What follows belongs to an exercise in optimizing a design on an open flow for small area; a production flow would make more cautious choices. In this exercise RTL edits were held to simulation tests only and were not proved equivalent to the original. No activity file was given, so power comes from the tool's default toggle rates.

==> branch delta: inputs <==
==> flow/design.v (excerpt) <==
module eegFirFilter (
    input logic clk,
    input logic reset,
    input logic [12:0] sampleIn,
    output logic [30:0] filterOut
);
export LEC_CHECK = 0
export ABC_AREA = 0
export CAP_MARGIN = 20
export CORE_MARGIN = 2
export CORE_UTILIZATION = 75
export CTS_BUF_LIST = sky130_fd_sc_hd__clkbuf_8
export CTS_CLUSTER_DIAMETER = 70
export CTS_CLUSTER_SIZE = 16
export PLACE_DENSITY = 0.85
export SLEW_MARGIN = 20
export SYNTH_HIERARCHICAL = 1
export SYNTH_MINIMUM_KEEP_SIZE = 0
create_clock -name core_clock -period 6.0 [get_ports {clk}]
standard.sh (not shown) runs the stock make flow with config.mk's settings and CLKGATE_MAP_FILE= SYNTH_SCRIPT=/design/flow/synth_recipe.tcl, a recipe that flattens the netlist after the stock synthesis.
==> flow/flow/run.sh <==
#!/bin/bash
# Layout flow: the standard ORFS flow, with the port buffers made from the
# smallest buffer cell (every input and output port still gets its own buffer).
set -euo pipefail
bash standard.sh "BUFFER_PORTS_ARGS=-buffer_cell sky130_fd_sc_hd__buf_1" finish > standard_flow.log 2>&1
==> branch harbor: changes against branch delta <==
CORE_UTILIZATION = 85   (was 75)
PLACE_DENSITY = 0.92   (was 0.85)
==> notes <==
- Against branch delta, the fmax of branch harbor is lower by about 1.7%.
- In branch delta the core utilization is lower than in branch harbor, by 10 points.
- In branch harbor the combinational power is higher than in branch delta, by about 8%.
- Die area: branch delta is larger than branch harbor (about 13%).
- In branch harbor the power is higher than in branch delta, by 3.6%.
- Sequential cell count is the same in branch delta and branch harbor.
- Of branch delta and branch harbor, branch harbor has the higher clock power (gap about 6%, measured against branch harbor).
==> figures <==
| quantity | branch harbor | branch delta |
|---|---|---|
| Status | complete, no violations | complete, no violations |
| Worst reg2reg path depth | 13 | 14 |
| Highest attainable clock frequency | 168 MHz | 171 MHz |
| Max rail drop VDD | 0.271 mV | 0.230 mV |
| Critical path launch point | w7[8] | w7[0] |
| DRT iter0 DRCs | 1099 | 769 |
| Share of power burned in combinational logic | 25.6% | 24.5% |
| Final core occ | 90.7% | 80.4% |
| Slowest stage cell on the critical path | sky130_fd_sc_hd__fa_1 | sky130_fd_sc_hd__fa_2 |
| Area delta synth->final | 5.21% | 4.96% |
| Core Area | 19400 um2 | 21800 um2 |
| Wire length per cell after detailed routing | 29.6 um | 22.3 um |
| Fin crit period | 5.96 ns | 5.86 ns |
| Tightest hold margin | 0.335 ns | 0.329 ns |
| DIE AREA | 20800 um2 | 23500 um2 |

* * *

==> run H <==
eegFirFilter again, from the RTL that the note above started with.
clock: 6.0 ns
lec_check: 0
abc_area: 0
cap_margin: 20
core_margin: 2
core_utilization: 75
cts_buf_list: sky130_fd_sc_hd__clkbuf_8
cts_cluster_diameter: 60
cts_cluster_size: 14
place_density: 0.85
setup_slack_margin: 0.05
slew_margin: 20
synth_hierarchical: 1
synth_minimum_keep_size: 0
Scripts as last shown in full above: flow/flow/run.sh
==> run F: changes against run H <==
--- a/flow/config.mk
+++ b/flow/config.mk
@@ -15,3 +15,3 @@
 export PLACE_DENSITY = 0.85
-export SETUP_SLACK_MARGIN = 0.05
+export SETUP_SLACK_MARGIN = 0.15
 export SLEW_MARGIN = 20
==> run Z: changes against run H <==
--- a/flow/config.mk
+++ b/flow/config.mk
@@ -8,3 +8,3 @@
 export ABC_AREA = 0
-export CAP_MARGIN = 20
+export CAP_MARGIN = 10
 export CORE_MARGIN = 2
@@ -12,7 +12,6 @@
 export CTS_BUF_LIST = sky130_fd_sc_hd__clkbuf_8
-export CTS_CLUSTER_DIAMETER = 60
-export CTS_CLUSTER_SIZE = 14
+export CTS_CLUSTER_DIAMETER = 70
+export CTS_CLUSTER_SIZE = 16
 export PLACE_DENSITY = 0.85
-export SETUP_SLACK_MARGIN = 0.05
-export SLEW_MARGIN = 20
+export SLEW_MARGIN = 10
 export SYNTH_HIERARCHICAL = 1
==> summary of the runs <==
- Run H ran to the end with no violations. Run Z finished clean. Run F finished with timing, DRC and antenna clean.
- Of run Z and run F, run F has the higher cell area (gap about 0.7%, measured against run F).
- In combinational power, run F and run H hardly differ.
- The highest setup slack belongs to run F, the lowest to run Z.
- Between run Z and run F, the lower final cell count is in run Z (gap 0.68%, measured against run F).
- Between run F and run H, the lower wire length is in run H (gap about 1.8%, measured against run H).
- In run Z the clock power is smaller than in run H, by about 4%.
- In run F the sequential share of layout area is lower than in run H, by 0.16 points.
- Maximum frequency, lowest first: run Z, run H, run F.

* * *

==> run M: inputs <==
Starting RTL as in the previous note.
==> flow/config.mk <==
export PLATFORM = sky130hd
export DESIGN_NAME = eegFirFilter
export DESIGN_NICKNAME = eegFirFilter
export VERILOG_FILES = /design/flow/design.v
export SDC_FILE = /design/flow/constraint.sdc
export NUM_CORES = 4
export LEC_CHECK = 0
export ABC_AREA = 0
export CAP_MARGIN = 20
export CORE_MARGIN = 2
export CORE_UTILIZATION = 75
export CTS_BUF_LIST = sky130_fd_sc_hd__clkbuf_8
export CTS_CLUSTER_DIAMETER = 70
export CTS_CLUSTER_SIZE = 16
export PLACE_DENSITY = 0.75
export SLEW_MARGIN = 20
export SYNTH_HIERARCHICAL = 1
export SYNTH_MINIMUM_KEEP_SIZE = 0
==> flow/constraint.sdc <==
create_clock -name core_clock -period 6.0 [get_ports {clk}]
set_input_delay 1.2000 -clock core_clock [delete_from_list [all_inputs] [get_ports {clk}]]
set_output_delay 1.2000 -clock core_clock [all_outputs]
set_load 0.01 [all_outputs]
Scripts as last shown in full above: flow/flow/run.sh
==> run E: changes against run M <==
- GPL_TIMING_DRIVEN: unset -> 0
- PLACE_DENSITY: 0.75 -> 0.85
==> out/results.txt <==
DP Worst Slack - 0.0901 ns
Outcome - finished clean
Design area - 18000 um^2
Worst slew pin tran - 0.697 ns
Critical path's slowest cell - fa_2
Total GRT Usage - 30.6%
WP data required - 6.46 ns
Clock power frac - 22.9%
Vias - 9133
the above is filed under run E

==> out/results.txt <==
Worst slew pin tran - 0.992 ns
Vias - 8604
Worst R2R Setup Slack - 0.13 ns
DP Worst Slack - 0.152 ns
Outcome - finished clean
Clock power frac - 23.5%
Final core utilization - 80.4%
Total GRT Usage - 29.0%
the above is filed under run M

re-timing with driven ports:
Ports are ideal in the flow. The routed layouts listed here were re-timed in OpenROAD. Step 1 sets driving cells, clkbuf_16 on the clock port and buf_2 on the other inputs (assumed; they add their load-dependent delay and slew). Step 2 also shifts input and output timing later by t, the mid clock arrival at the registers, as if the neighbouring blocks saw the same clock. Slacks: ideal ports / drivers / drivers and shift; pairs: ideal ports / drivers.
| run | shift t [ns] | slack for setup (ns) | hold WS [ns] | worst slew at a driven data input, ns |
|---|---|---|---|---|
| branch delta | 0.617 | 0.142 / 0.142 / 0.142 | 0.329 / 0.329 / 0.329 | 0.04 |
| branch harbor | 0.645 | 0.037 / 0.037 / 0.037 | 0.335 / 0.335 / 0.335 | 0.04 |
| run H | 0.614 | 0.181 / 0.181 / 0.181 | 0.310 / 0.310 / 0.310 | 0.03 |
| run F | 0.611 | 0.213 / 0.213 / 0.213 | 0.313 / 0.313 / 0.313 | 0.04 |
| run Z | 0.617 | 0.142 / 0.142 / 0.142 | 0.329 / 0.329 / 0.329 | 0.04 |
| run M | 0.627 | 0.131 / 0.131 / 0.131 | 0.332 / 0.332 / 0.332 | 0.04 |
| run E | 0.623 | 0.101 / 0.101 / 0.101 | 0.334 / 0.334 / 0.334 | 0.03 |
After both steps every run listed still meets setup and hold.
